This is an optimization exercise on Yosys and OpenROAD, whose aim is small area, a short achievable clock period and few clock cycles per item, not a production implementation. RTL that was checked went through simulation tests only; none was proved equivalent to the original.

## oak
==> flow/design.v (excerpt) <==
module booth_radix2_multiplier_core #(
   parameter int MAX_WIDTH = 16
) (
   input  logic                      clock,
   input  logic                      reset,
   input  logic                          req_valid,
   output logic                          req_ready,
   input  logic [brm_pkg::IN_W-1:0]      req_multiplicand_bits,
   input  logic [brm_pkg::IN_W-1:0]      req_multiplier_bits,
   output logic                          rsp_valid,
   input  logic                          rsp_ready,
   output logic [brm_pkg::PRODUCT_W-1:0] rsp_product_bits,
   output logic                          rsp_negative,
   output logic [brm_pkg::MAG_W-1:0]     rsp_magnitude,
   input  logic                      csr_write_enable,
   input  logic [brm_pkg::CFG_W-1:0] csr_write_data
);
clock: 7.2 ns
lec_check: 0
abc_clock_period_in_ps: 3100
cap_margin: 20
core_margin: 2
core_utilization: 40
cts_buf_list: sky130_fd_sc_hd__clkbuf_8
place_density: 0.6
setup_slack_margin: 4.1
slew_margin: 20
tns_end_percent: 30
standard.sh (not shown) runs the stock make flow with config.mk's settings and CLKGATE_MAP_FILE= SYNTH_SCRIPT=/design/flow/synth_recipe.tcl, a recipe that flattens the netlist after the stock synthesis.
==> flow/flow/run.sh <==
#!/bin/bash
# Layout flow: the standard ORFS flow (standard.sh) with two changes:
#  1. synthesis: the same script, except that Yosys's "synth -run fine:" step
#     gets -noabc, so the quick ABC pass there does not re-encode the adder
#     trees before extract_fa (it leaves fewer inverters around the fa/ha
#     cells); flops, hierarchy flattening and renaming are as in synth_recipe.tcl.
#  2. port buffers are sky130_fd_sc_hd__buf_2 instead of the delay cell that
#     buffer_ports picks by default.
# Each tool's output goes to the ORFS logs under orfs/logs; make's own output
# goes to flow_make.log here.
set -euo pipefail
here=$(pwd)
sed 's|^proc synth {args} { yosys synth -nofsm -noshare {\*}\$args }|proc synth {args} { if {[lsearch -exact $args fine:] >= 0} { lappend args -noabc }; yosys synth -nofsm -noshare {*}$args }|' synth_recipe.tcl > flow_synth.tcl
grep -q -- '-noabc' flow_synth.tcl
sed -e "s|SYNTH_SCRIPT=[^ ]*|SYNTH_SCRIPT=$here/flow_synth.tcl|" \
    -e 's|"\${@:-finish}"|BUFFER_PORTS_ARGS="-buffer_cell sky130_fd_sc_hd__buf_2" "${@:-finish}"|' standard.sh > flow_standard_mod.sh
grep -q flow_synth.tcl flow_standard_mod.sh
bash flow_standard_mod.sh > flow_make.log 2>&1
Testbench counts of oak, summed over its fixed seeds: cycles 8,024, items 8,000.
### oak -> pine
diff --git a/flow/design.v b/flow/design.v
--- a/flow/design.v
+++ b/flow/design.v
@@ -864,21 +864,21 @@
       end
    end
    logic [31:0] prod_w;
    logic [30:0] mag_w;
    assign prod_w = {(mid_61 ? ~(1'b1 ^ G616) : (1'b1 ^ (G616 | T617))), (mid_61 ? ~(p459 ^ G614) : (p459 ^ (G614 | T615))), (mid_61 ? ~(p457 ^ G612) : (p457 ^ (G612 | T613))), (mid_61 ? ~(p455 ^ G610) : (p455 ^ (G610 | T611))), (mid_61 ? ~(p453 ^ G608) : (p453 ^ (G608 | T609))), (mid_61 ? ~(p451 ^ G606) : (p451 ^ (G606 | T607))), (mid_61 ? ~(p449 ^ G604) : (p449 ^ (G604 | T605))), (mid_61 ? ~(p447 ^ G602) : (p447 ^ (G602 | T603))), (mid_61 ? ~(p445 ^ G600) : (p445 ^ (G600 | T601))), (mid_61 ? ~(p443 ^ G598) : (p443 ^ (G598 | T599))), (mid_61 ? ~(p441 ^ G596) : (p441 ^ (G596 | T597))), (mid_61 ? ~(p439 ^ G594) : (p439 ^ (G594 | T595))), (mid_61 ? ~(p437 ^ G592) : (p437 ^ (G592 | T593))), (mid_61 ? ~(p435 ^ G590) : (p435 ^ (G590 | T591))), (mid_61 ? ~(p433 ^ G588) : (p433 ^ (G588 | T589))), (mid_61 ? ~(p431 ^ G570) : (p431 ^ (G570 | T571))), (mid_61 ? ~(p429 ^ G568) : (p429 ^ (G568 | T569))), (mid_61 ? ~(p427 ^ G566) : (p427 ^ (G566 | T567))), (mid_61 ? ~(p425 ^ G564) : (p425 ^ (G564 | T565))), (mid_61 ? ~(p423 ^ G562) : (p423 ^ (G562 | T563))), (mid_61 ? ~(p421 ^ G560) : (p421 ^ (G560 | T561))), (mid_61 ? ~(p419 ^ G558) : (p419 ^ (G558 | T559))), (mid_61 ? ~(p417 ^ G556) : (p417 ^ (G556 | T557))), (mid_61 ? ~(p415 ^ G530) : (p415 ^ (G530 | T531))), (mid_61 ? ~(p413 ^ G528) : (p413 ^ (G528 | T529))), (mid_61 ? ~(p411 ^ G526) : (p411 ^ (G526 | T527))), (mid_61 ? ~(p409 ^ G524) : (p409 ^ (G524 | T525))), (mid_61 ? ~(p407 ^ G494) : (p407 ^ (G494 | T495))), (mid_61 ? ~(p405 ^ G492) : (p405 ^ (G492 | T493))), (mid_61 ? ~(p403 ^ g402) : (p403 ^ (g402 | T461))), (mid_61 ? ~(p401 ^ 1'b0) : (p401 ^ (1'b0 | mid_0))), (mid_61 ? ~mid_0 : ~mid_0)} & pmask;
    assign mag_w  = {(p459 ^ (G614 | T615)), (p457 ^ (G612 | T613)), (p455 ^ (G610 | T611)), (p453 ^ (G608 | T609)), (p451 ^ (G606 | T607)), (p449 ^ (G604 | T605)), (p447 ^ (G602 | T603)), (p445 ^ (G600 | T601)), (p443 ^ (G598 | T599)), (p441 ^ (G596 | T597)), (p439 ^ (G594 | T595)), (p437 ^ (G592 | T593)), (p435 ^ (G590 | T591)), (p433 ^ (G588 | T589)), (p431 ^ (G570 | T571)), (p429 ^ (G568 | T569)), (p427 ^ (G566 | T567)), (p425 ^ (G564 | T565)), (p423 ^ (G562 | T563)), (p421 ^ (G560 | T561)), (p419 ^ (G558 | T559)), (p417 ^ (G556 | T557)), (p415 ^ (G530 | T531)), (p413 ^ (G528 | T529)), (p411 ^ (G526 | T527)), (p409 ^ (G524 | T525)), (p407 ^ (G494 | T495)), (p405 ^ (G492 | T493)), (p403 ^ (g402 | T461)), (p401 ^ (1'b0 | mid_0)), ~mid_0};
    logic        out_v;
    logic [31:0] prod_ff;
    logic [29:1] mag_ff;
    logic        neg_ff;
-   assign en = rsp_ready;
+   assign en = !out_v || rsp_ready;
    always_ff @(posedge clock) begin
       if (reset) begin
          out_v <= 1'b0;
       end else if (en) begin
          out_v <= mid_v;
       end
    end
    always_ff @(posedge clock) begin
       if (en) begin
          prod_ff <= prod_w;
- The final layouts of pine and oak pass the timing, DRC and antenna checks.
- pine against oak; detailed-routed wire length on met3 is up by more than a quarter.
- [pine] overall via count from detail_route rose 54 relative to oak
- Any difference in post-synth design cell area between pine and oak is small enough to ignore.
- Going from oak to pine, non-clock buffer count in the final layout grew by a little under 10%.
- Number of nets in the finished design (lower): oak
- Row compound-gate portion of the synthesized area: pine higher / oak lower
- Compared pine vs oak, and worst-case setup margin in the final layout is down in pine.
- Comparing pine and oak, the higher area growth from synthesis to layout is on pine.
- On fraction of synthesized area in multiplexers: between pine and oak, it ends up higher for pine.
- On share of the clock period used by the worst path, the higher figure sits with pine, not oak.
- The clock period minus worst slack in pine sits 0.13 ns above the value recorded for oak.
- Summary of the comparison: largest net degree at the start of global routing is higher in pine, relative to oak.
Only the layout flow was run in pine; the RTL was not checked for function there.

---

booth_radix2_multiplier_core again, from the RTL that the note above started with.
Settings: LEC_CHECK=0, ABC_CLOCK_PERIOD_IN_PS=3200, CAP_MARGIN=20, CORE_MARGIN=2, CORE_UTILIZATION=40, CTS_BUF_LIST=sky130_fd_sc_hd__clkbuf_8, PLACE_DENSITY=0.6, SETUP_SLACK_MARGIN=4.0, SLEW_MARGIN=20; clock period 7.2 ns.
Scripts as last shown in full above: flow/flow/run.sh
Testbench counts at the start, summed over its fixed seeds: cycles 8,024, items 8,000.
==> next run, changes <==
--- a/flow/design.v
+++ b/flow/design.v
@@ -863,23 +863,23 @@
          mid_61 <= ng;
       end
    end
    logic [31:0] prod_w;
    logic [30:0] mag_w;
    assign prod_w = {(mid_61 ? ~(1'b1 ^ G616) : (1'b1 ^ (G616 | T617))), (mid_61 ? ~(p459 ^ G614) : (p459 ^ (G614 | T615))), (mid_61 ? ~(p457 ^ G612) : (p457 ^ (G612 | T613))), (mid_61 ? ~(p455 ^ G610) : (p455 ^ (G610 | T611))), (mid_61 ? ~(p453 ^ G608) : (p453 ^ (G608 | T609))), (mid_61 ? ~(p451 ^ G606) : (p451 ^ (G606 | T607))), (mid_61 ? ~(p449 ^ G604) : (p449 ^ (G604 | T605))), (mid_61 ? ~(p447 ^ G602) : (p447 ^ (G602 | T603))), (mid_61 ? ~(p445 ^ G600) : (p445 ^ (G600 | T601))), (mid_61 ? ~(p443 ^ G598) : (p443 ^ (G598 | T599))), (mid_61 ? ~(p441 ^ G596) : (p441 ^ (G596 | T597))), (mid_61 ? ~(p439 ^ G594) : (p439 ^ (G594 | T595))), (mid_61 ? ~(p437 ^ G592) : (p437 ^ (G592 | T593))), (mid_61 ? ~(p435 ^ G590) : (p435 ^ (G590 | T591))), (mid_61 ? ~(p433 ^ G588) : (p433 ^ (G588 | T589))), (mid_61 ? ~(p431 ^ G570) : (p431 ^ (G570 | T571))), (mid_61 ? ~(p429 ^ G568) : (p429 ^ (G568 | T569))), (mid_61 ? ~(p427 ^ G566) : (p427 ^ (G566 | T567))), (mid_61 ? ~(p425 ^ G564) : (p425 ^ (G564 | T565))), (mid_61 ? ~(p423 ^ G562) : (p423 ^ (G562 | T563))), (mid_61 ? ~(p421 ^ G560) : (p421 ^ (G560 | T561))), (mid_61 ? ~(p419 ^ G558) : (p419 ^ (G558 | T559))), (mid_61 ? ~(p417 ^ G556) : (p417 ^ (G556 | T557))), (mid_61 ? ~(p415 ^ G530) : (p415 ^ (G530 | T531))), (mid_61 ? ~(p413 ^ G528) : (p413 ^ (G528 | T529))), (mid_61 ? ~(p411 ^ G526) : (p411 ^ (G526 | T527))), (mid_61 ? ~(p409 ^ G524) : (p409 ^ (G524 | T525))), (mid_61 ? ~(p407 ^ G494) : (p407 ^ (G494 | T495))), (mid_61 ? ~(p405 ^ G492) : (p405 ^ (G492 | T493))), (mid_61 ? ~(p403 ^ g402) : (p403 ^ (g402 | T461))), (mid_61 ? ~(p401 ^ 1'b0) : (p401 ^ (1'b0 | mid_0))), (mid_61 ? ~mid_0 : ~mid_0)} & pmask;
    assign mag_w  = {(p459 ^ (G614 | T615)), (p457 ^ (G612 | T613)), (p455 ^ (G610 | T611)), (p453 ^ (G608 | T609)), (p451 ^ (G606 | T607)), (p449 ^ (G604 | T605)), (p447 ^ (G602 | T603)), (p445 ^ (G600 | T601)), (p443 ^ (G598 | T599)), (p441 ^ (G596 | T597)), (p439 ^ (G594 | T595)), (p437 ^ (G592 | T593)), (p435 ^ (G590 | T591)), (p433 ^ (G588 | T589)), (p431 ^ (G570 | T571)), (p429 ^ (G568 | T569)), (p427 ^ (G566 | T567)), (p425 ^ (G564 | T565)), (p423 ^ (G562 | T563)), (p421 ^ (G560 | T561)), (p419 ^ (G558 | T559)), (p417 ^ (G556 | T557)), (p415 ^ (G530 | T531)), (p413 ^ (G528 | T529)), (p411 ^ (G526 | T527)), (p409 ^ (G524 | T525)), (p407 ^ (G494 | T495)), (p405 ^ (G492 | T493)), (p403 ^ (g402 | T461)), (p401 ^ (1'b0 | mid_0)), ~mid_0};
    logic        out_v;
    logic [31:0] prod_ff;
    logic [29:1] mag_ff;
    logic        neg_ff;
-   assign en = rsp_ready;
+   assign en = !out_v || rsp_ready;
    always_ff @(posedge clock) begin
       if (reset) begin
          out_v <= 1'b0;
       end else if (en) begin
          out_v <= mid_v;
       end
    end
    always_ff @(posedge clock) begin
       if (en) begin
          prod_ff <= prod_w;
          mag_ff  <= mag_w[29:1];
The new run passed the timing, DRC and antenna checks.
Global-route usage went down by 1.0 points.
Sequential share of layout area goes down by 0.11 points.
Synthesized area is about the same.
Setup slack got worse by 0.032 ns.
Cell area goes up by 0.41%.
Clock skew falls by 0.0052 ns.
Wire length drops by 3.7%.
Non-clock buffer count rises by 13.
Maximum frequency goes down by 0.99%.
Synthesized cell count came out higher by 1.1%.
Flip-flop and latch count stays the same.
For the second run of this note, only the layout was checked, not whether the RTL still works.

---

booth_radix2_multiplier_core again, from the RTL that the note above started with.
Settings: LEC_CHECK=0, ABC_CLOCK_PERIOD_IN_PS=3200, CAP_MARGIN=20, CORE_MARGIN=2, CORE_UTILIZATION=40, CTS_BUF_LIST=sky130_fd_sc_hd__clkbuf_8, PLACE_DENSITY=0.6, SETUP_SLACK_MARGIN=4.0, SLEW_MARGIN=20, TNS_END_PERCENT=30; clock period 7.2 ns.
Scripts as last shown in full above: flow/flow/run.sh
Testbench counts at the start, summed over its fixed seeds: cycles 8,024, items 8,000.
Change:
--- a/flow/design.v
+++ b/flow/design.v
@@ -63,57 +63,61 @@
    logic [7:0] neg_c;
    logic ng_c;
    logic sx_c;
    logic bl_c;
    assign req_sa = |(req_multiplicand_bits & wtop);
    assign req_sb = |(req_multiplier_bits & wtop);
    assign req_ready = en;
    logic        op_v;
    logic [15:0] ax_q;
-   logic [7:0] one_q;
-   logic [7:0] two_q;
-   logic [7:0] neg_q;
+   logic [15:0] bx_q;
+   logic sx_q;
    logic ng_q;
    always_ff @(posedge clock) begin
       if (reset) begin
          op_v <= 1'b0;
       end else if (en) begin
          op_v <= req_valid;
       end
    end
    always_ff @(posedge clock) begin
       if (en) begin
          ax_q <= ax_c;
-         one_q <= one_c;
-         two_q <= two_c;
-         neg_q <= neg_c;
+         bx_q <= bx_c;
+         sx_q <= sx_c;
          ng_q <= ng_c;
       end
    end
    assign ax = ax_q;
-   assign one = one_q;
-   assign two = two_q;
-   assign neg = neg_q;
    assign ng = ng_q;
    always_comb begin
       for (int j = 0; j < 16; j++) begin
          ax_c[j] = wm[j] ? req_multiplicand_bits[j] : req_sa;
          bx_c[j] = wm[j] ? req_multiplier_bits[j] : req_sb;
       end
       sx_c = req_sa ^ req_sb;
       ng_c = sx_c & (|(req_multiplicand_bits & wm)) & (|(req_multiplier_bits & wm));
       for (int i = 0; i < 8; i++) begin
          bl_c = (i == 0) ? 1'b0 : bx_c[2*i-1];
          one_c[i] = bx_c[2*i] ^ bl_c;
          two_c[i] = (bx_c[2*i+1] & ~bx_c[2*i] & ~bl_c) | (~bx_c[2*i+1] & bx_c[2*i] & bl_c);
          neg_c[i] = bx_c[2*i+1] ^ sx_c;
       end
    end
+   logic bl_q;
+   always_comb begin
+      for (int i = 0; i < 8; i++) begin
+         bl_q = (i == 0) ? 1'b0 : bx_q[2*i-1];
+         one[i] = bx_q[2*i] ^ bl_q;
+         two[i] = (bx_q[2*i+1] & ~bx_q[2*i] & ~bl_q) | (~bx_q[2*i+1] & bx_q[2*i] & bl_q);
+         neg[i] = bx_q[2*i+1] ^ sx_q;
+      end
+   end
    wire pp1 = (one[0] & ax[0]) ^ neg[0];
    wire pp2 = ((one[0] & ax[1]) | (two[0] & ax[0])) ^ neg[0];
    wire pp3 = ((one[0] & ax[2]) | (two[0] & ax[1])) ^ neg[0];
    wire pp4 = ((one[0] & ax[3]) | (two[0] & ax[2])) ^ neg[0];
    wire pp5 = ((one[0] & ax[4]) | (two[0] & ax[3])) ^ neg[0];
    wire pp6 = ((one[0] & ax[5]) | (two[0] & ax[4])) ^ neg[0];
    wire pp7 = ((one[0] & ax[6]) | (two[0] & ax[5])) ^ neg[0];
    wire pp8 = ((one[0] & ax[7]) | (two[0] & ax[6])) ^ neg[0];
    wire pp9 = ((one[0] & ax[8]) | (two[0] & ax[7])) ^ neg[0];
What happened:
- first-iteration DRC count climbs by 95%
- register-to-register slack got worse by 0.56 ns
- final area climbs by 12%
- non-clock buffer count drops by 5
- cell count climbs by 19%
- die area climbs by 15%
- wire length climbs by 21%
- setup slack got worse by 0.54 ns
- synthesized cell count climbs by 27%
- core utilization drops by 1.5 points
Only the layout flow was run in the second run of this note; the RTL was not checked for function there.

==> port drivers added, routing unchanged <==
Ports are ideal in the flow. The routed layouts listed here were re-timed in OpenROAD. Step 1, drivers: a clkbuf_16 drives clock and a buf_2 each remaining input, both assumed. Step 2 times the ports against the registers' clock, not the clock port: input delays grow and output delays shrink by t, the midpoint of the rising clock arrivals with the driver on. a / b / c = ideal / step 1 / step 2; a / b = the first two.
run	shift t [ns]	setup WS [ns]	hold WS [ns]	worst setup path after step 2	pins driven straight from the clock port
oak	0.548	4.096 / 3.958 / 3.644	0.438 / 0.438 / 0.438	input to register	1
pine	0.502	3.968 / 3.930 / 3.790	0.451 / 0.451 / 0.451	input to register	1
the first run of note 2	0.502	4.003 / 3.725 / 3.687	0.453 / 0.453 / 0.453	input to register	1
the second run of note 2	0.532	3.971 / 3.933 / 3.565	0.452 / 0.452 / 0.452	input to register	1
the first run of note 3	0.503	3.973 / 3.712 / 3.643	0.444 / 0.444 / 0.444	input to register	1
the second run of note 3	0.532	3.437 / 3.437 / 3.437	0.495 / 0.495 / 0.495	register to register	1
After both steps every run listed still meets setup and hold. The setup slack of oak, which loses most, moves by -0.138 ns with the drivers and by -0.452 ns with both steps.
